Context: an optimization exercise on an open-source flow, tuned for small area, a short achievable clock period and few clock cycles. The choices shown serve that exercise and are no tape-out recipe.
Where RTL was checked, it was by simulation tests only, not by an equivalence proof against the original.
For run 2, only the layout was checked, not whether the RTL still works.

[flow/design.v]
package ccsc_pkg;
  localparam int GEN_W      = 17;
  localparam int GEN_LEN_W  = 5;
  localparam int CFG_W      = 17;
  localparam int CFG_IDX_W  = 2;
  localparam int BYTE_BITS  = 8;
  localparam int DATA_W     = 8;
  localparam int CNT_OUT_W  = 16;
  localparam int LEN_W      = 6;
  localparam logic [GEN_W-1:0]     GEN_BITS_RST = 17'd7;
  localparam logic [GEN_LEN_W-1:0] GEN_LEN_RST  = 5'd3;
  localparam logic                 DW_EIGHT_RST = 1'b0;
  typedef enum logic [CFG_IDX_W-1:0] {
    CFG_GEN_BITS = 2'd0,
    CFG_GEN_LEN  = 2'd1,
    CFG_DW_EIGHT = 2'd2
  } cfg_idx_e;
  typedef struct packed {
    logic [BYTE_BITS-1:0] data_byte;
    logic                 last_byte;
  } in_item_t;
  typedef struct packed {
    logic                 has_codeword;
    logic [DATA_W-1:0]    dataword;
    logic                 codeword_error;
    logic [CNT_OUT_W-1:0] codewords_seen;
    logic [CNT_OUT_W-1:0] errors_seen;
    logic                 final_result;
  } out_item_t;
  typedef struct packed {
    logic [GEN_W-1:0] gen_bits;
    logic [LEN_W-1:0] glen;
    logic [LEN_W-1:0] deg;
    logic [LEN_W-1:0] size;
    logic             dw8;
  } cfg_t;
endpackage
module crc_codeword_stream_checker #(
  parameter int MAX_DEGREE  = 16,
  parameter int COUNT_WIDTH = 16
) (
  input  logic                 clk_i,
  input  logic                 rst_ni,
  input  logic                 push,
  output logic                 full,
  input  logic [8:0]           in_data_i,
  output logic                 empty,
  input  logic                 pop,
  output logic [42:0]          out_data_o,
  input  logic                 cfg_we_i,
  input  logic [1:0]           cfg_index_i,
  input  logic [16:0]          cfg_data_i
);
  logic [15:0] gen_q;
  logic [3:0]  degm1_q;    
  logic        dw8_q;
  logic [3:0]  len_wr;
  always_comb begin
    if (cfg_data_i[4:0] < 5'd2)       len_wr = 4'd0;
    else if (cfg_data_i[4:0] > 5'd17) len_wr = 4'd15;
    else                              len_wr = 4'(cfg_data_i[4:0] - 5'd2);
  end
  always_ff @(posedge clk_i or negedge rst_ni) begin
    if (!rst_ni) begin
      gen_q   <= 16'd7;
      degm1_q <= 4'd1;
      dw8_q   <= 1'b0;
    end else if (cfg_we_i) begin
      case (cfg_index_i)
        2'd0: gen_q   <= cfg_data_i[15:0];
        2'd1: degm1_q <= len_wr;
        2'd2: dw8_q   <= cfg_data_i[0];
        default: ;
      endcase
    end
  end
  logic [4:0]  cw_size;    
  logic [15:0] gen_al_q;
  assign cw_size = {1'b0, degm1_q} + (dw8_q ? 5'd9 : 5'd5);
  always_ff @(posedge clk_i) begin
    gen_al_q <= gen_q << (4'd15 - degm1_q);
  end
  logic       in_v_q;
  logic [8:0] in_q;
  logic       fin_q;       
  logic       hdr_q;       
  logic [7:0] l_q;         
  logic [3:0] dl_q;        
  logic       dm_q;        
  logic [7:0] isd_q;       
  logic       e1_q;        
  logic       e2_q;        
  logic [15:0] r_q;        
  logic [7:0] w_q;         
  logic       e_q;         
  logic [7:0]  byte_i;
  logic [15:0] r;
  logic [7:0]  fb;
  assign byte_i = in_q[8:1];
  always_comb begin
    r = r_q;
    for (int t = 0; t < 8; t++) begin
      fb[t] = byte_i[7 - t] ^ r[15];
      r = {r[14:0], 1'b0} ^ ((fb[t] && isd_q[t]) ? gen_al_q : 16'd0);
    end
  end
  logic        end1;
  logic [7:0]  cur, chk0, chk1;
  logic        err0, err1, e;
  assign end1 = e1_q;
  always_comb begin
    for (int t = 0; t < 8; t++) cur[t] = (l_q > 8'(t));
  end
  assign chk0 = cur & ~isd_q;
  assign chk1 = ~cur & ~isd_q;
  assign err0 = e_q || |(fb & chk0);
  assign err1 = |(fb & chk1);
  assign e    = !end1 ? err0 : (!e2_q ? err1 : 1'b0);
  logic [15:0] wcat;
  logic [7:0]  s_w, b_al, w;
  logic [9:0]  cw0, cw1;
  assign wcat = {w_q, byte_i} << dl_q;
  assign s_w  = wcat[15:8];
  assign b_al = byte_i >> (3'd4 - l_q[2:0]);
  assign w    = (end1 && l_q != 8'd8) ? ((!dw8_q && l_q <= 8'd3 && !e2_q) ? b_al : byte_i) : s_w;
  assign cw0 = (end1 && !dm_q) ? {1'b1, dw8_q ? s_w[7:4] : 4'd0, s_w[3:0], err0}
                               : {1'b1, 4'd0, b_al[3:0], err1};
  assign cw1 = {1'b1, 4'd0, b_al[3:0], err1};
  logic [5:0]  s2, s3;
  logic        e1_n, e2_n;
  logic [7:0]  l_n;
  logic [3:0]  dl_n;
  logic        dm_n;
  logic        ln_big;
  logic [5:0]  l2_n;
  logic [7:0]  isd_n;
  assign s2 = {2'd0, l_q[3:0]} + {1'b0, cw_size};
  assign s3 = s2 + {1'b0, cw_size};
  always_comb begin
    if (!hdr_q) begin
      if (byte_i == 8'd0) begin
        l_n  = {3'd0, cw_size};
        dl_n = dw8_q ? 4'd8 : 4'd4;
        dm_n = 1'b0;
      end else begin
        l_n  = byte_i;
        dl_n = 4'd0;
        dm_n = 1'b1;
      end
      e1_n = (byte_i == 8'd0) ? (cw_size <= 5'd8) : (byte_i <= 8'd8);
      e2_n = (byte_i != 8'd0) && (byte_i[7:3] == 5'd0) && ({3'd0, byte_i[2:0]} + cw_size <= 5'd8);
    end else if (!end1) begin
      l_n  = l_q - 8'd8;
      dl_n = 4'd0;
      dm_n = dm_q;
      e1_n = (l_q <= 8'd16);
      e2_n = (l_q[7:4] == 4'd0) && (s2 <= 6'd16);
    end else if (!e2_q) begin
      l_n  = {2'd0, s2 - 6'd8};
      dl_n = dw8_q ? l_q[3:0] : ((l_q[3:0] > 4'd4) ? l_q[3:0] - 4'd4 : 4'd0);
      dm_n = 1'b0;
      e1_n = (s2 <= 6'd16);
      e2_n = (s3 <= 6'd16);
    end else begin
      l_n  = {2'd0, s3 - 6'd8};
      dl_n = 4'(s2 - 6'd4);
      dm_n = 1'b0;
      e1_n = !(cw_size == 5'd7 && l_q[1:0] == 2'd3);
      e2_n = (cw_size == 5'd5) && (l_q[1:0] <= 2'd1);
    end
  end
  assign ln_big = (l_n[7:3] != 5'd0);
  assign l2_n   = {3'd0, l_n[2:0]} + {1'b0, cw_size};
  always_comb begin
    for (int t = 0; t < 8; t++) begin
      isd_n[t] = (dl_n > 4'(t)) ||
                 (!ln_big && (l_n[2:0] <= 3'(t)) && (dw8_q || {1'b0, l_n[2:0]} + 4'd4 > 4'(t))) ||
                 (!ln_big && (l2_n <= 6'(t)));
    end
  end
  logic       v0_q, v1_q;   
  logic       pa_q;
  logic       full_q;       
  logic [1:0] kb;           
  logic       proc, fin_emit, accept;
  logic [1:0] k;
  logic [9:0] nw0, nw1;
  assign proc     = in_v_q && pa_q;
  assign full     = full_q;
  assign accept   = push && !full;
  assign fin_emit = fin_q && !v1_q;
  assign k   = fin_emit ? 2'd1 : (proc ? kb : 2'd0);
  assign nw0 = fin_emit ? 10'd0 : cw0;
  assign nw1 = cw1;
  logic       in_v_n, hdr_n, fin_n;
  logic [1:0] kb_n;
  assign in_v_n = accept || (in_v_q && !proc);
  assign hdr_n  = proc ? !in_q[0] : hdr_q;
  assign fin_n  = (fin_q && !fin_emit) || (proc && in_q[0]);
  assign kb     = !hdr_q ? 2'd0 : ({1'b0, e1_q && !dm_q} + {1'b0, e2_q});
  assign kb_n   = !hdr_n ? 2'd0 : (proc ? ({1'b0, e1_n && !dm_n} + {1'b0, e2_n}) : kb);
  always_ff @(posedge clk_i or negedge rst_ni) begin
    if (!rst_ni) begin
      in_v_q <= 1'b0;
      fin_q  <= 1'b0;
      hdr_q  <= 1'b0;
    end else begin
      in_v_q <= in_v_n;
      fin_q  <= fin_n;
      hdr_q  <= hdr_n;
    end
  end
  always_ff @(posedge clk_i) begin
    if (accept) in_q <= in_data_i;
  end
  always_ff @(posedge clk_i) begin
    if (proc) begin
      l_q   <= l_n;
      dl_q  <= dl_n;
      dm_q  <= dm_n;
      isd_q <= isd_n;
      e1_q  <= e1_n;
      e2_q  <= e2_n;
      if (!hdr_q) begin
        r_q <= '0;
        e_q <= 1'b0;
      end else begin
        r_q <= r;
        w_q <= w;
        e_q <= e;
      end
    end
  end
  logic [9:0]  q0_q, q1_q, nh;
  logic        ld, lastfin_q;
  logic [15:0] tot_q, err_q, tot_b, err_b, tot_i, err_i;
  logic        v0_a, v1_a, v0_b, v1_b, pa_a, pa_b, pp;
  logic        em_q;      
  assign nh = (v0_q && v1_q) ? q1_q : nw0;
  assign ld = (v0_q && v1_q) || (k != 2'd0);
  assign pp = pop && v0_q;
  assign v0_a = ld;
  assign v1_a = v1_q && (k != 2'd0);
  assign v0_b = v0_q || (k != 2'd0);
  assign v1_b = v0_q ? (v1_q || (k != 2'd0)) : (k == 2'd2);
  assign pa_a = (!fin_n || !v1_a) && (kb_n == 2'd0 || (kb_n == 2'd1 && !v1_a) || !v0_a);
  assign pa_b = (!fin_n || !v1_b) && (kb_n == 2'd0 || (kb_n == 2'd1 && !v1_b) || !v0_b);
  always_ff @(posedge clk_i or negedge rst_ni) begin
    if (!rst_ni) begin
      v0_q   <= 1'b0;
      em_q   <= 1'b1;
      v1_q   <= 1'b0;
      pa_q   <= 1'b1;
      full_q <= 1'b0;
    end else begin
      full_q <= in_v_n && !(pp ? pa_a : pa_b);
      v0_q <= pp ? v0_a : v0_b;
      em_q <= pp ? !v0_a : !v0_b;
      v1_q <= pp ? v1_a : v1_b;
      pa_q <= pp ? pa_a : pa_b;
    end
  end
  always_ff @(posedge clk_i) begin
    if (!v0_q || pop) q0_q <= nh;
    if (!v0_q || !v1_q || pop) q1_q <= v0_q ? nw0 : nw1;
  end
  assign tot_b = tot_q & {16{!lastfin_q}};
  assign err_b = err_q & {16{!lastfin_q}};
  assign tot_i = (&tot_b) ? tot_b : tot_b + 16'd1;
  assign err_i = (&err_b) ? err_b : err_b + 16'd1;
  always_ff @(posedge clk_i or negedge rst_ni) begin
    if (!rst_ni)                       lastfin_q <= 1'b1;
    else if ((!v0_q || pop) && ld)     lastfin_q <= !nh[9];
  end
  always_ff @(posedge clk_i) begin
    if ((!v0_q || pop) && ld) begin
      tot_q <= nh[9] ? tot_i : tot_b;
      err_q <= (nh[9] && nh[0]) ? err_i : err_b;
    end
  end
  assign empty      = em_q;
  assign out_data_o = {q0_q, tot_q, err_q, !q0_q[9]};
endmodule
[flow/flow/run.sh]
#!/bin/bash
# Standard layout, with plain buffers (instead of delay cells) on the ports, and timing
# repair asked for a little more setup slack than the period needs.
export BUFFER_PORTS_ARGS="-buffer_cell sky130_fd_sc_hd__buf_2"
export SETUP_SLACK_MARGIN=16.45
bash standard.sh > standard.log 2>&1
[flow/standard.sh]
#!/bin/bash
# synth_recipe.tcl (not shown) runs the flow's synth.tcl, then flattens the netlist and writes it again
# the make line also repeats each setting of config.mk as NAME=value (left out here)
make -C /OpenROAD-flow-scripts/flow DESIGN_CONFIG=/design/flow/config.mk WORK_HOME=/design/flow/orfs CLKGATE_MAP_FILE= SYNTH_SCRIPT=/design/flow/synth_recipe.tcl "${@:-finish}"
[flow/config.mk]
export PLATFORM = sky130hd
export DESIGN_NAME = crc_codeword_stream_checker
export DESIGN_NICKNAME = crc_codeword_stream_checker
export VERILOG_FILES = /design/flow/design.v
export SDC_FILE = /design/flow/constraint.sdc
export NUM_CORES = 4
export LEC_CHECK = 0
export CAP_MARGIN = 20
export CORE_MARGIN = 2
export CORE_UTILIZATION = 65
export CTS_BUF_LIST = sky130_fd_sc_hd__clkbuf_8
export SLEW_MARGIN = 20
[flow/constraint.sdc]
create_clock -name core_clock -period 22.0 [get_ports {clk_i}]
set_input_delay 4.4000 -clock core_clock [delete_from_list [all_inputs] [get_ports {clk_i}]]
set_output_delay 4.4000 -clock core_clock [all_outputs]
set_load 0.01 [all_outputs]
==> notes.md, run 1 <==
----------------------------------------------------
[Run status]
  Result of the run ... finished clean

[Timing]
  FMAX ... 0.1813 GHz
  Fraction of the cycle the final worst path needs ... 0.2507
  Final Max Slew Viols ... 0
  Post-route setup TNS ... 0 ns
  RSZ-0062 raised after global routing ... yes
  Actual slew at the worst max-slew pin ... 1.067 ns
  Post-route minimum period ... 5.516 ns
  Final Worst Setup Slack ... 16.48 ns
  Endpoints failing setup ... 0
  Final Hold Slack ... ~0.49 ns
  Slew HR ... 0.2842
  Setup skew after layout ... roughly 0.018 ns
  Number of hold violations in the final report ... 0

[Global routing]
  Congestion Overflow GR ... 0
  Global-route wire length before repair ... 46,800 um
  Antenna violations before repair ... 0
  Total routing resource utilization after global routing ... 0.2941
  Number of global-route vias before repair ... 9,267
  Pin count of the biggest net entering global routing ... 40

[Critical path]
  Data required time of the worst path ... around 18 ns
  Cell Chain, Critical Path ... buf_2
  Cell type group with the largest total delay on the critical path ... flip-flops
  Critical-path top delay cell ... edfxtp_1
  Buffering stage count on the worst path with inverters included ... 1
  Worst-path maximum fanout ... 4
  Critical path's largest stage delay ... about 0.48 ns
  CP arrival ... between 1 and 1.5 ns
  Startpoint type of the worst setup path ... flop
  Startpoint-to-endpoint class of the critical path ... flop to output port
  Category of the worst setup path capture point ... output port

[Routing]
  Overall routed net length ... 28,640 um
  Post-detailed-route wirelength per cell ... about 18 um
  Total via count in the routed design ... 9,937
  Antenna-violating nets left ... 0
  Iteration count of the initial detailed-routing pass ... 5
  Remaining DRCs ... 0
  Iter 0 DRT Violations ... 647
  Vias per std cell ... 6.153

[Die]
  Area of the die ... 0.01949 mm2
  Number of ports placed on the die boundary ... 78
  Placeable Area ... 0.01802 mm2
  Width of the chip ... 139.6 um
  Row count ... 49
  Vertical die dimension ... between 100 and 150 um
  Effective utilization at floorplan ... 0.6631

[Place]
  Post-placement worst setup slack ... 16.01 ns
  Number of port buffers ... 76
  Placer's final routability congestion estimate ... 0.9004
  Half-perimeter wire length after placement ... 20,270 um

[Yosys]
  Top cells by area in the synthesized netlist ... edfxtp_1 27%, xnor2_1 9.2%, nand2_1 7.2%, dfrtp_1 4.8%, mux2i_1 4.0%
  Dominant synthesized flop cell ... edfxtp_1
  Synth cell count leaders ... 228 x nand2_1, 125 x xnor2_1, 109 x edfxtp_1, 105 x nor2_1, 67 x a21oi_1
  Netlist Area Pre-Place ... 0.01195 mm2
  Proportion of synthesized flip-flops having asynchronous set or reset ... 0.1935
  Synth Area in XOR/XNOR ... 0.1236
  Sequential element share of the synthesized area ... 0.3642
  Post-Synth Simple-Gate Area ... 0.2026
  Number of enable-type register cells in the synthesized netlist ... 109
  Average footprint of a synthesized cell ... 8.933 um2
  Flip-flop and latch count after synthesis ... 155
  Dominant combinational cell family by area after synthesis ... simple AND/OR/NAND/NOR gates
  Cell count after synthesis ... 1,338
  Mux contribution to synthesized area ... 0.09076
  Leading cell type by number of instances after synthesis ... nand2_1
  Synthesized net count ... 1,407
  Count of warnings emitted by yosys ... 1
  Synth Area in Adders ... 0.04041
  Fraction of post-synthesis cell area in the top cell type by area ... 0.2738
  Library cell with the largest summed area after synthesis ... edfxtp_1
  Synth Area in Compound Gates ... 0.1371
  Library cells used by synthesis ... 85

[Cells and area]
  ANT cells ... 0
  Net count, final ... 1,442
  Signed area change from the synthesized netlist to the final layout ... 7.987%
  Proportion of layout cells with a drive suffix above 1 ... 0.1508

[Clock network]
  Total number of clock tree sinks ... 155
  CTS H-tree depth ... 4
  CTS buffer count ... 17
  Maximum clock insertion buffer count ... 2
  Clock-pin slew on the worst setup and hold paths ... 0.09 ns
  TritonCTS clock tree ... yes
  Root buf cell ... clkbuf_8
  Clk latency of the worst-skew pair ... 0.46 ns
  # hold bufs at CTS ... 0

[Worst hold path]
  HP Class ... flop to flop

[Job]
  Max-cap violations ... 0

----------------------------------------------------
==> metrics by stage <==
step / instance area (um2) / cells / util
2_1_floorplan: 11970 / 1338 / -
3_3_place_gp: 12360 / 1572 / 0.6855
3_5_place_dp: 12360 / 1572 / 0.6858
4_1_cts: 12780 / 1605 / 0.7089
5_1_grt: 12910 / 1615 / 0.7161
6_report: 12910 / 1615 / 0.7161
==> what timing repair did <==
action	CTS	global route
setup buffers	1	9
pin swaps	0	1
endpoints found under the setup margin	8	22
hold endpoints to repair	0	0
gates resized for setup	5	5
==> sequential cells by signal, summed over array words and instances, names as in the netlist, 4 cells and up <==
name      count
w_q           8
isd_q         8
l_q           8
q1_q         10
gen_q        16
tot_q        16
err_q        16
gen_al_q     16
dl_q          4
degm1_q       4
r_q          16
q0_q         10
in_q          9
==> cells by family after synthesis <==
| logic type | after synthesis |
|---|---|
| simple gates | 524 |
| compound gates | 246 |
| xor+xnor | 164 |
| flops | 155 |
| buf+inv | 121 |
| mux | 91 |
| fa+ha+maj | 37 |
==> layer usage <==
layer / routed length (um) / up-vias / track usage
met5: 0 / - / 0
met1: 12150 / 4772 / 0.3803
met3: 1623 / 53 / 0.03923
li1: - / 4782 / -
met4: 754 / 0 / 0.09421
met2: 14110 / 330 / 0.5150
==> cell usage in the layout (no fill, tap or decap), drive strengths merged, types with 38 or more instances in the layout <==
| master | synthesis | final |
|---|---|---|
| mux2i | 49 | 49 |
| xnor2 | 127 | 127 |
| buf | 26 | 93 |
| nand3 | 38 | 38 |
| nand2 | 229 | 229 |
| edfxtp | 109 | 109 |
| inv | 43 | 48 |
| nor2 | 105 | 105 |
| o21ai | 59 | 59 |
| a21oi | 67 | 67 |
==> cell type report <==
class / instances / area (um2)
clock inverters: 15 / 148.9
clock buffers: 17 / 234.0
fillers: 1424 / 5117
flip-flops and latches: 155 / 4360
inverters: 44 / 168.9
well taps: 229 / 286.5
multi-input cells: 1062 / 7162
repair buffers: 93 / 546.8
==> worst paths after layout <==
path                                 start              to  slack (ns)  depth (start not counted)
worst max-delay path             tot_q[12]  out_data_o[29]       16.48                          1
worst min-delay path               in_q[0]           hdr_q        0.49                          1
worst max register to register  degm1_q[2]        isd_q[5]       16.70                         18
worst min register to register     in_q[0]           hdr_q        0.49                          1
max in group asynchronous           rst_ni           dw8_q       17.51                          1
min in group asynchronous           rst_ni      degm1_q[1]        3.99                          1
Testbench counts, summed over its fixed seeds: cycles 6,315.
==> run 2, diff against run 1 <==
--- a/flow/design.v
+++ b/flow/design.v
@@ -75,10 +75,10 @@
     end
   end
   logic [4:0]  cw_size;    
-  logic [15:0] gen_al_q;
-  assign cw_size = {1'b0, degm1_q} + (dw8_q ? 5'd9 : 5'd5);
-  always_ff @(posedge clk_i) begin
-    gen_al_q <= gen_q << (4'd15 - degm1_q);
+  logic [15:0] gen_al_q;   
+  assign gen_al_q = gen_q << (4'd15 - degm1_q);
+  always_ff @(posedge clk_i) begin
+    cw_size  <= {1'b0, degm1_q} + (dw8_q ? 5'd9 : 5'd5);
   end
   logic       in_v_q;
   logic [8:0] in_q;
@@ -87,32 +87,42 @@
   logic [7:0] l_q;         
   logic [3:0] dl_q;        
   logic       dm_q;        
-  logic [7:0] isd_q;       
-  logic       e1_q;        
   logic       e2_q;        
   logic [15:0] r_q;        
   logic [7:0] w_q;         
   logic       e_q;         
   logic [7:0]  byte_i;
+  logic [7:0]  isd;
+  logic        l_big;
+  assign byte_i = in_q[8:1];
+  assign l_big  = (l_q[7:3] != 5'd0);
+  always_comb begin
+    for (int t = 0; t < 8; t++) begin
+      isd[t] = (dl_q > 4'(t)) ||
+               (!l_big && (l_q[2:0] <= 3'(t)) && (dw8_q || {1'b0, l_q[2:0]} + 4'd4 > 4'(t)));
+    end
+    isd[6] = isd[6] || (!l_big && l_q[2:0] == 3'd1 && cw_size == 5'd5);
+    isd[7] = isd[7] || (!l_big && ((l_q[2:0] == 3'd1 && cw_size <= 5'd6) ||
+                                   (l_q[2:0] == 3'd2 && cw_size == 5'd5)));
+  end
   logic [15:0] r;
   logic [7:0]  fb;
-  assign byte_i = in_q[8:1];
   always_comb begin
     r = r_q;
     for (int t = 0; t < 8; t++) begin
       fb[t] = byte_i[7 - t] ^ r[15];
-      r = {r[14:0], 1'b0} ^ ((fb[t] && isd_q[t]) ? gen_al_q : 16'd0);
+      r = {r[14:0], 1'b0} ^ ((fb[t] && isd[t]) ? gen_al_q : 16'd0);
     end
   end
   logic        end1;
   logic [7:0]  cur, chk0, chk1;
   logic        err0, err1, e;
-  assign end1 = e1_q;
+  assign end1 = (l_q <= 8'd8);
   always_comb begin
     for (int t = 0; t < 8; t++) cur[t] = (l_q > 8'(t));
   end
-  assign chk0 = cur & ~isd_q;
-  assign chk1 = ~cur & ~isd_q;
+  assign chk0 = cur & ~isd;
+  assign chk1 = ~cur & ~isd;
   assign err0 = e_q || |(fb & chk0);
   assign err1 = |(fb & chk1);
   assign e    = !end1 ? err0 : (!e2_q ? err1 : 1'b0);
@@ -131,9 +141,6 @@
   logic [7:0]  l_n;
   logic [3:0]  dl_n;
   logic        dm_n;
-  logic        ln_big;
-  logic [5:0]  l2_n;
-  logic [7:0]  isd_n;
   assign s2 = {2'd0, l_q[3:0]} + {1'b0, cw_size};
   assign s3 = s2 + {1'b0, cw_size};
   always_comb begin
@@ -169,15 +176,6 @@
       e2_n = (cw_size == 5'd5) && (l_q[1:0] <= 2'd1);
     end
   end
-  assign ln_big = (l_n[7:3] != 5'd0);
-  assign l2_n   = {3'd0, l_n[2:0]} + {1'b0, cw_size};
-  always_comb begin
-    for (int t = 0; t < 8; t++) begin
-      isd_n[t] = (dl_n > 4'(t)) ||
-                 (!ln_big && (l_n[2:0] <= 3'(t)) && (dw8_q || {1'b0, l_n[2:0]} + 4'd4 > 4'(t))) ||
-                 (!ln_big && (l2_n <= 6'(t)));
-    end
-  end
   logic       v0_q, v1_q;   
   logic       pa_q;
   logic       full_q;       
@@ -197,7 +195,7 @@
   assign in_v_n = accept || (in_v_q && !proc);
   assign hdr_n  = proc ? !in_q[0] : hdr_q;
   assign fin_n  = (fin_q && !fin_emit) || (proc && in_q[0]);
-  assign kb     = !hdr_q ? 2'd0 : ({1'b0, e1_q && !dm_q} + {1'b0, e2_q});
+  assign kb     = !hdr_q ? 2'd0 : ({1'b0, end1 && !dm_q} + {1'b0, e2_q});
   assign kb_n   = !hdr_n ? 2'd0 : (proc ? ({1'b0, e1_n && !dm_n} + {1'b0, e2_n}) : kb);
   always_ff @(posedge clk_i or negedge rst_ni) begin
     if (!rst_ni) begin
@@ -218,8 +216,6 @@
       l_q   <= l_n;
       dl_q  <= dl_n;
       dm_q  <= dm_n;
-      isd_q <= isd_n;
-      e1_q  <= e1_n;
       e2_q  <= e2_n;
       if (!hdr_q) begin
         r_q <= '0;
==> run 2 against run 1 <==
Effect of this change: still clean; cell count decreased by 0.56%; sequential cell count decreased by 20.
==> notes.md, run 2 <==
----------------------------------------------------
[Yosys]
  Library cell with the largest summed area after synthesis ... edfxtp_1 (unchanged)
  Synth Area in XOR/XNOR ... 0.1140 (was 0.1236)
  Cell count after synthesis ... 1,274 (was 1,338)
  Synth Area in Compound Gates ... 0.1527 (was 0.1371)
  Post-Synth Simple-Gate Area ... 0.2018 (was 0.2026)
  Count of warnings emitted by yosys ... 1 (unchanged)
  Synthesized net count ... 1,341 (was 1,407)
  Library cells used by synthesis ... 92 (was 85)
  Fraction of post-synthesis cell area in the top cell type by area ... 0.2618 (was 0.2738)
  Synth Area in Adders ... 0.03993 (was 0.04041)
  Sequential element share of the synthesized area ... 0.3368 (was 0.3642)
  Netlist Area Pre-Place ... 0.01147 mm2 (was 0.01195 mm2)
  Synth cell count leaders ... 148 x nor2_1, 131 x nand2_1, 108 x xnor2_1, 100 x edfxtp_1, 73 x o21ai_0 (was 228 x nand2_1, 125 x xnor2_1, 109 x edfxtp_1, 105 x nor2_1, 67 x a21oi_1)
  Flip-flop and latch count after synthesis ... 135 (was 155)
  Mux contribution to synthesized area ... 0.1114 (was 0.09076)
  Dominant synthesized flop cell ... edfxtp_1 (unchanged)
  Top cells by area in the synthesized netlist ... edfxtp_1 26%, xnor2_1 8.2%, dfrtp_1 5.0%, mux4_2 4.9%, nor2_1 4.8% (was edfxtp_1 27%, xnor2_1 9.2%, nand2_1 7.2%, dfrtp_1 4.8%, mux2i_1 4.0%)
  Number of enable-type register cells in the synthesized netlist ... 100 (was 109)
  Leading cell type by number of instances after synthesis ... nor2_1 (was nand2_1)
  Dominant combinational cell family by area after synthesis ... simple AND/OR/NAND/NOR gates (unchanged)
  Proportion of synthesized flip-flops having asynchronous set or reset ... 0.2222 (was 0.1935)
  Average footprint of a synthesized cell ... 9.002 um2 (was 8.933 um2)

[Timing]
  Fraction of the cycle the final worst path needs ... 0.2637 (was 0.2507)
  RSZ-0062 raised after global routing ... yes (unchanged)
  Number of hold violations in the final report ... 0 (unchanged)
  FMAX ... 0.1723 GHz (was 0.1813 GHz)
  Endpoints failing setup ... 0 (unchanged)
  Post-route minimum period ... 5.802 ns (was 5.516 ns)
  Setup skew after layout ... 0.01547 ns (was 0.01773 ns)
  Post-route setup TNS ... 0 ns (unchanged)
  Actual slew at the worst max-slew pin ... 1.019 ns (was 1.067 ns)
  Final Worst Setup Slack ... 16.20 ns (was 16.48 ns)
  Final Max Slew Viols ... 0 (unchanged)
  Slew HR ... 0.3146 (was 0.2842)

[Routing]
  Remaining DRCs ... 0 (unchanged)
  Post-detailed-route wirelength per cell ... 19.01 um (was 17.73 um)
  Overall routed net length ... 30,530 um (was 28,640 um)
  Total via count in the routed design ... 10.19k (was 9,937)
  Iter 0 DRT Violations ... 1,001 (was 647)
  Iteration count of the initial detailed-routing pass ... 6 (was 5)
  Antenna-violating nets left ... 0 (unchanged)
  Vias per std cell ... 6.342 (was 6.153)

[Global routing]
  Congestion Overflow GR ... 0 (unchanged)
  Number of global-route vias before repair ... 9,205 (was 9,267)
  Total routing resource utilization after global routing ... 0.3261 (was 0.2941)
  Pin count of the biggest net entering global routing ... 51 (was 40)
  Antenna violations before repair ... 0 (unchanged)
  Global-route wire length before repair ... 47,930 um (was 46,800 um)

[Critical path]
  Last element of the critical path ... err_q[1] (was out_data_o[29])
  Startpoint type of the worst setup path ... flop (unchanged)
  Critical path's largest stage delay ... 0.64 ns (was 0.48 ns)
  Stages on the worst setup path ... 19 (was 1)
  Category of the worst setup path capture point ... flop (was output port)
  Critical-path top delay cell ... dfstp_4 (was edfxtp_1)
  Cell occurring most often along the worst timing path ... mux2_4
  CP arrival ... 6.01 ns (was 1.12 ns)
  Minimum setup slack among reg-to-reg paths ... 16.20 ns (was 16.70 ns)
  Reg-to-reg startpoint ... degm1_q[0] (was degm1_q[2])
  Buffering stage count on the worst path with inverters included ... 3 (was 1)
  Data required time of the worst path ... 22.21 ns (was 17.60 ns)
  Start point of the critical path ... degm1_q[0] (was tot_q[12])
  Count of cells along the worst register-to-register path ... 19 (was 18)
  Cell type group with the largest total delay on the critical path ... multiplexers (was flip-flops)
  Cell Chain, Critical Path ... buf_12 -> buf_6 -> mux4_2 -> mux2_4 -> mux2_4 -> and3_4 -> o31a_1 -> buf_4 -> o21ai_4 -> o21ai_0 -> a22o_1 -> a21oi_2 -> mux2i_1 -> xnor3_1 -> or3_4 -> a32oi_4 -> nand3_4 -> a31oi_4 -> mux2_4 (was buf_2)
  Worst-path maximum fanout ... 7 (was 4)
  Critical R2R Capture ... err_q[1] (was isd_q[5])
  Startpoint-to-endpoint class of the critical path ... flop to flop (was flop to output port)

[Cells and area]
  Proportion of layout cells with a drive suffix above 1 ... 0.2223 (was 0.1508)
  Net count, final ... 1,435 (was 1,442)
  Core Util, Final ... 0.7622 (was 0.7161)
  Most frequent standard cell in the layout excluding fill and tap cells ... nor2_1 (was nand2_1)
  Top library cells by usage in the layout, fill and taps aside ... 144 x nor2_1, 128 x nand2_1, 105 x xnor2_1 (was 228 x nand2_1, 125 x xnor2_1, 109 x edfxtp_1)
  Signed area change from the synthesized netlist to the final layout ... 14.95% (was 7.987%)
  Final design area excluding fillers ... 0.01318 mm2 (was 0.01291 mm2)
  # fillers ... 1,248 (was 1,424)
  ANT cells ... 0 (unchanged)

[Clock network]
  CTS H-tree depth ... 4 (unchanged)
  Maximum clock insertion buffer count ... 2 (unchanged)
  Clk latency of the worst-skew pair ... 0.47 ns (was 0.46 ns)
  Clock-pin slew on the worst setup and hold paths ... 0.09 ns (about the same)
  Root buf cell ... clkbuf_8 (unchanged)
  CTS buffer count ... 17 (unchanged)
  TritonCTS clock tree ... yes (unchanged)
  Total number of clock tree sinks ... 135 (was 155)

[Place]
  Post-DP Area ... 0.01194 mm2 (was 0.01236 mm2)
  Placer's final routability congestion estimate ... 0.9441 (was 0.9004)
  Number of port buffers ... 76 (unchanged)
  Post-placement worst setup slack ... 14.48 ns (was 16.01 ns)
  Half-perimeter wire length after placement ... 20,310 um (was 20,270 um)

[Die]
  Row count ... 48 (was 49)
  Area of the die ... 0.01872 mm2 (was 0.01949 mm2)
  Number of ports placed on the die boundary ... 78 (unchanged)
  Vertical die dimension ... 136.8 um (was 139.6 um)
  Placeable Area ... 0.01730 mm2 (was 0.01802 mm2)
  Width of the chip ... 136.8 um (was 139.6 um)
  Effective utilization at floorplan ... 0.6630 (was 0.6631)

[Run status]
  Result of the run ... finished clean (unchanged)

[Job]
  Max-cap violations ... 0 (unchanged)

[Worst hold path]
  HP Class ... flop to flop (unchanged)

----------------------------------------------------
run 2: area by class of cell:
cell class | instances | area (um2) | share of cell area
multi-input cells | 1023 | 7515 | 0.5700
inverters | 51 | 191.4 | 0.01452
clock inverters | 15 | 188.9 | 0.01433
flip-flops and latches | 135 | 3867 | 0.2934
well taps | 225 | 281.5 | 0.02136
clock buffers | 17 | 234.0 | 0.01775
repair buffers | 140 | 904.6 | 0.06862
run 2: how the worst min path moves through the flow:
stage	from	to	slack (ns)	depth (start not counted)
3_5_place_dp	gen_q[15]	gen_q[15]	0.50	1
6_report	gen_q[15]	gen_q[15]	0.52	1
4_1_cts	gen_q[15]	gen_q[15]	0.52	1
3_3_place_gp	gen_q[15]	gen_q[15]	0.49	1
2_1_floorplan	in_q[0]	hdr_q	0.47	1
5_1_grt	gen_q[15]	gen_q[15]	0.54	1
run 2: worst reg2reg max path, stage by stage, from the launching register on:
cell and delay, ns:
dfstp_4 0.64, buf_12 0.13, buf_6 0.10, mux4_2 0.48, mux2_4 0.30, mux2_4 0.32, and3_4 0.19, o31a_1 0.34
buf_4 0.16, o21ai_4 0.19, o21ai_0 0.15, a22o_1 0.23, a21oi_2 0.14, mux2i_1 0.22, xnor3_1 0.47, or3_4 0.38
a32oi_4 0.29, nand3_4 0.18, a31oi_4 0.29, mux2_4 0.34
run 2: repair_timing:
action,in CTS,in global routing
setup endpoints to repair,35,36
hold buffers,0,0
cloned,0,3
gates resized for setup,51,31
buffers inserted,33,17
pin swaps,22,9
run 2: logic make-up (layout without fill, tap and decap cells):
| logic type | count (synthesis) | count (layout) |
|---|---|---|
| buffers and inverters | 119 | 223 |
| XOR/XNOR | 143 | 143 |
| adder cells (fa/ha/maj) | 35 | 35 |
| multiplexers | 91 | 91 |
| AND/OR/NAND/NOR | 481 | 484 |
| flip-flops | 135 | 135 |
| AO/OA/AOI/OAI | 270 | 270 |
run 2: metrics by stage:
| step | hold WS (ns) | cells |
|---|---|---|
| 2_1_floorplan | 0.4724 | 1274 |
| 3_3_place_gp | 0.4854 | 1521 |
| 3_5_place_dp | 0.4951 | 1521 |
| 4_1_cts | 0.5158 | 1586 |
| 5_1_grt | 0.5352 | 1606 |
| 6_report | 0.5180 | 1606 |
run 2: per-layer routing:
layer / part of all wire / track usage / wire length (um)
met3: 0.081 / 0.05074 / 2473
met5: 0 / 0 / 0
met4: 0.022 / 0.08305 / 664
met1: 0.43 / 0.4658 / 13140
met2: 0.47 / 0.5217 / 14260
==> run 3, diff against run 2 <==
--- a/flow/design.v
+++ b/flow/design.v
@@ -76,9 +76,9 @@
   end
   logic [4:0]  cw_size;    
   logic [15:0] gen_al_q;   
-  assign gen_al_q = gen_q << (4'd15 - degm1_q);
   always_ff @(posedge clk_i) begin
     cw_size  <= {1'b0, degm1_q} + (dw8_q ? 5'd9 : 5'd5);
+    gen_al_q <= gen_q << (4'd15 - degm1_q);
   end
   logic       in_v_q;
   logic [8:0] in_q;
==> run 3 against run 2 <==
Effect of this change: setup slack improved by 0.29 ns; cell count increased by 0.19%; clock skew increased by 0.0026 ns; largest cell class unchanged.
==> notes.md, run 3 <==
----------------------------------------------------
[Yosys]
  Library cells used by synthesis ... 90 (was 92)
  Fraction of post-synthesis cell area in the top cell type by area ... 0.2572 (was 0.2618)
  Number of enable-type register cells in the synthesized netlist ... 100 (unchanged)
  Sequential element share of the synthesized area ... 0.3583 (was 0.3368)
  Top cells by area in the synthesized netlist ... edfxtp_1 26%, xnor2_1 8.8%, nand2_1 6.9%, dfrtp_1 4.9%, mux2i_1 3.9% (was edfxtp_1 26%, xnor2_1 8.2%, dfrtp_1 5.0%, mux4_2 4.9%, nor2_1 4.8%)
  Dominant synthesized flop cell ... edfxtp_1 (unchanged)
  Flip-flop and latch count after synthesis ... 151 (was 135)
  Synthesized net count ... 1,384 (was 1,341)
  Average footprint of a synthesized cell ... 8.865 um2 (was 9.002 um2)
  Cell count after synthesis ... 1,317 (was 1,274)
  Proportion of synthesized flip-flops having asynchronous set or reset ... 0.1987 (was 0.2222)
  Library cell with the largest summed area after synthesis ... edfxtp_1 (unchanged)
  Leading cell type by number of instances after synthesis ... nand2_1 (was nor2_1)
  Synth cell count leaders ... 214 x nand2_1, 117 x xnor2_1, 100 x edfxtp_1, 80 x nor2_1, 73 x o21ai_0 (was 148 x nor2_1, 131 x nand2_1, 108 x xnor2_1, 100 x edfxtp_1, 73 x o21ai_0)
  Netlist Area Pre-Place ... 0.01167 mm2 (was 0.01147 mm2)
  Count of warnings emitted by yosys ... 1 (unchanged)

[Critical path]
  Critical-path top delay cell ... edfxtp_1 (was dfstp_4)
  Category of the worst setup path capture point ... output port (was flop)
  Reg-to-reg startpoint ... l_q[4] (was degm1_q[0])
  Buffering stage count on the worst path with inverters included ... 1 (was 3)
  Startpoint type of the worst setup path ... flop (unchanged)
  Critical path's largest stage delay ... 0.47 ns (was 0.64 ns)
  Worst-path maximum fanout ... 4 (was 7)
  Minimum setup slack among reg-to-reg paths ... 16.54 ns (was 16.20 ns)
  Critical R2R Capture ... err_q[3] (was err_q[1])
  Stages on the worst setup path ... 1 (was 19)
  Last element of the critical path ... out_data_o[31] (was err_q[1])
  Cell type group with the largest total delay on the critical path ... flip-flops (was multiplexers)
  Startpoint-to-endpoint class of the critical path ... flop to output port (was flop to flop)
  Start point of the critical path ... tot_q[14] (was degm1_q[0])
  CP arrival ... 1.11 ns (was 6.01 ns)
  Count of cells along the worst register-to-register path ... 19 (unchanged)
  Cell Chain, Critical Path ... buf_2 (was buf_12 -> buf_6 -> mux4_2 -> mux2_4 -> mux2_4 -> and3_4 -> o31a_1 -> buf_4 -> o21ai_4 -> o21ai_0 -> a22o_1 -> a21oi_2 -> mux2i_1 -> xnor3_1 -> or3_4 -> a32oi_4 -> nand3_4 -> a31oi_4 -> mux2_4)
  Data required time of the worst path ... 17.60 ns (was 22.21 ns)

[Cells and area]
  Multi-input gate area in the final layout ... 0.007143 mm2 (was 0.007515 mm2)
  Top library cells by usage in the layout, fill and taps aside ... 213 x nand2_1, 116 x xnor2_1, 100 x edfxtp_1 (was 144 x nor2_1, 128 x nand2_1, 105 x xnor2_1)
  Net count, final ... 1,434 (was 1,435)
  Final design area excluding fillers ... 0.01286 mm2 (was 0.01318 mm2)
  Signed area change from the synthesized netlist to the final layout ... 10.15% (was 14.95%)
  Proportion of layout cells with a drive suffix above 1 ... 0.1768 (was 0.2223)
  # fillers ... 1,422 (was 1,248)
  Register area ... 0.004183 mm2 (was 0.003867 mm2)
  ANT cells ... 0 (unchanged)
  Most frequent standard cell in the layout excluding fill and tap cells ... nand2_1 (was nor2_1)

[Timing]
  Endpoints failing setup ... 0 (unchanged)
  Actual slew at the worst max-slew pin ... 1.012 ns (was 1.019 ns)
  FMAX ... 0.1816 GHz (was 0.1723 GHz)
  Post-route setup TNS ... 0 ns (unchanged)
  Final Worst Setup Slack ... 16.49 ns (was 16.20 ns)
  RSZ-0062 raised after global routing ... no (was yes)
  Final Max Slew Viols ... 0 (unchanged)
  Post-route minimum period ... 5.508 ns (was 5.802 ns)
  Number of hold violations in the final report ... 0 (unchanged)
  Setup skew after layout ... 0.01810 ns (was 0.01547 ns)
  Slew HR ... 0.3251 (was 0.3146)
  Fraction of the cycle the final worst path needs ... 0.2504 (was 0.2637)

[Global routing]
  Pin count of the biggest net entering global routing ... 49 (was 51)
  Congestion Overflow GR ... 0 (unchanged)
  Total routing resource utilization after global routing ... 0.2990 (was 0.3261)
  Global-route wire length before repair ... 46,840 um (was 47,930 um)
  Antenna violations before repair ... 0 (unchanged)
  Number of global-route vias before repair ... 9,230 (was 9,205)

[Die]
  Placeable Area ... 0.01778 mm2 (was 0.01730 mm2)
  Number of ports placed on the die boundary ... 78 (unchanged)
  Area of the die ... 0.01905 mm2 (was 0.01872 mm2)
  Effective utilization at floorplan ... 0.6567 (was 0.6630)
  Width of the chip ... 138.0 um (was 136.8 um)
  Row count ... 49 (was 48)
  Vertical die dimension ... 138.0 um (was 136.8 um)

[Routing]
  Overall routed net length ... 28,830 um (was 30,530 um)
  Iter 0 DRT Violations ... 676 (was 1,001)
  Vias per std cell ... 6.152 (was 6.342)
  Antenna-violating nets left ... 0 (unchanged)
  Iteration count of the initial detailed-routing pass ... 7 (was 6)
  Post-detailed-route wirelength per cell ... 17.92 um (was 19.01 um)
  Remaining DRCs ... 0 (unchanged)
  Total via count in the routed design ... 9,899 (was 10.19k)

[Clock network]
  Root buf cell ... clkbuf_8 (unchanged)
  Total number of clock tree sinks ... 151 (was 135)
  Clk latency of the worst-skew pair ... 0.46 ns (was 0.47 ns)
  Maximum clock insertion buffer count ... 2 (unchanged)
  TritonCTS clock tree ... yes (unchanged)
  Clock-pin slew on the worst setup and hold paths ... 0.09 ns (about the same)
  CTS buffer count ... 17 (unchanged)
  CTS H-tree depth ... 4 (unchanged)

[Worst hold path]
  HP Class ... flop to flop (unchanged)

[Run status]
  Result of the run ... finished clean (unchanged)

[Place]
  Post-DP Area ... 0.01202 mm2 (was 0.01194 mm2)
  Half-perimeter wire length after placement ... 19,580 um (was 20,310 um)
  Placer's final routability congestion estimate ... 0.9226 (was 0.9441)
  Number of port buffers ... 76 (unchanged)
  Post-placement worst setup slack ... 14.86 ns (was 14.48 ns)

[Job]
  Max-cap violations ... 0 (unchanged)

----------------------------------------------------
## run 3: worst min-delay path by stage
stage,from,to,slack (ns),cells past startpoint
2_1_floorplan,in_q[0],hdr_q,0.47,1
3_3_place_gp,gen_q[15],gen_q[15],0.50,1
3_5_place_dp,gen_q[15],gen_q[15],0.50,1
4_1_cts,gen_q[15],gen_q[15],0.53,1
5_1_grt,gen_q[15],gen_q[15],0.55,1
6_report,gen_q[15],gen_q[15],0.52,1
## run 3: logic make-up after synthesis
| family | after synthesis | share of synthesized area |
|---|---|---|
| simple gates | 510 | 0.2117 |
| compound gates | 249 | 0.1421 |
| xor+xnor | 160 | 0.1232 |
| flops | 151 | 0.3583 |
| buf+inv | 132 | 0.04747 |
| mux | 80 | 0.07802 |
| fa+ha+maj | 35 | 0.03922 |
## run 3: layer usage
metal	share of wire	up-vias	track usage	wire [um]
met5	0	-	0	0
met4	0.020	0	0.09130	590
met3	0.066	54	0.04641	1908
met2	0.46	376	0.4732	13280
met1	0.45	4712	0.4280	13060
li1	-	4757	-	-
## run 3: layout make-up
cell class / count / area share
flip-flops and latches: 151 / 0.3253
well taps: 229 / 0.02228
multi-input cells: 1036 / 0.5555
clock inverters: 14 / 0.01080
repair buffers: 116 / 0.05380
clock buffers: 18 / 0.01926
inverters: 45 / 0.01313
## run 3: what timing repair did
action	4_1_cts	5_1_grt
buffers inserted	17	15
gates cloned	2	1
endpoints found under the setup margin	36	38
resized for setup	21	9
hold buffers	0	0
pin swaps	3	4
## run 3: stage by stage
stage          hold slack (ns)  utilization  instances
6_report                0.5177       0.7233       1609
3_3_place_gp            0.4966       0.6761       1542
3_5_place_dp            0.5033       0.6761       1542
2_1_floorplan           0.4724            -       1317
5_1_grt                 0.5470       0.7233       1609
4_1_cts                 0.5254       0.7136       1593
Testbench counts of run 3, summed over its fixed seeds: cycles 6,315.

-- what the ideal ports hide --
The flow's constraints put no driver on any port. The routed layouts listed below were extracted and timed again, unchanged, in two steps.
Step 1: set_driving_cell puts a clkbuf_16 on clk_i and a buf_2 on each other input, an assumption about the parent block.
Step 2 also shifts input and output timing later by t, the mid clock arrival at the registers, as if the neighbouring blocks saw the same clock.
Slacks: ideal / step 1 / step 2; pairs: ideal / step 1.
run	t (ns)	slack for setup (ns)	worst setup path at the end
run 1	0.492	16.484 / 16.442 / 16.279	input to register
run 2	0.504	16.198 / 16.198 / 16.177	input to register
run 3	0.496	16.492 / 16.452 / 16.181	input to register
After both steps every run listed still meets setup and hold. For run 3, which loses most, drivers alone change the setup slack by -0.040 ns; drivers and shift together by -0.311 ns.
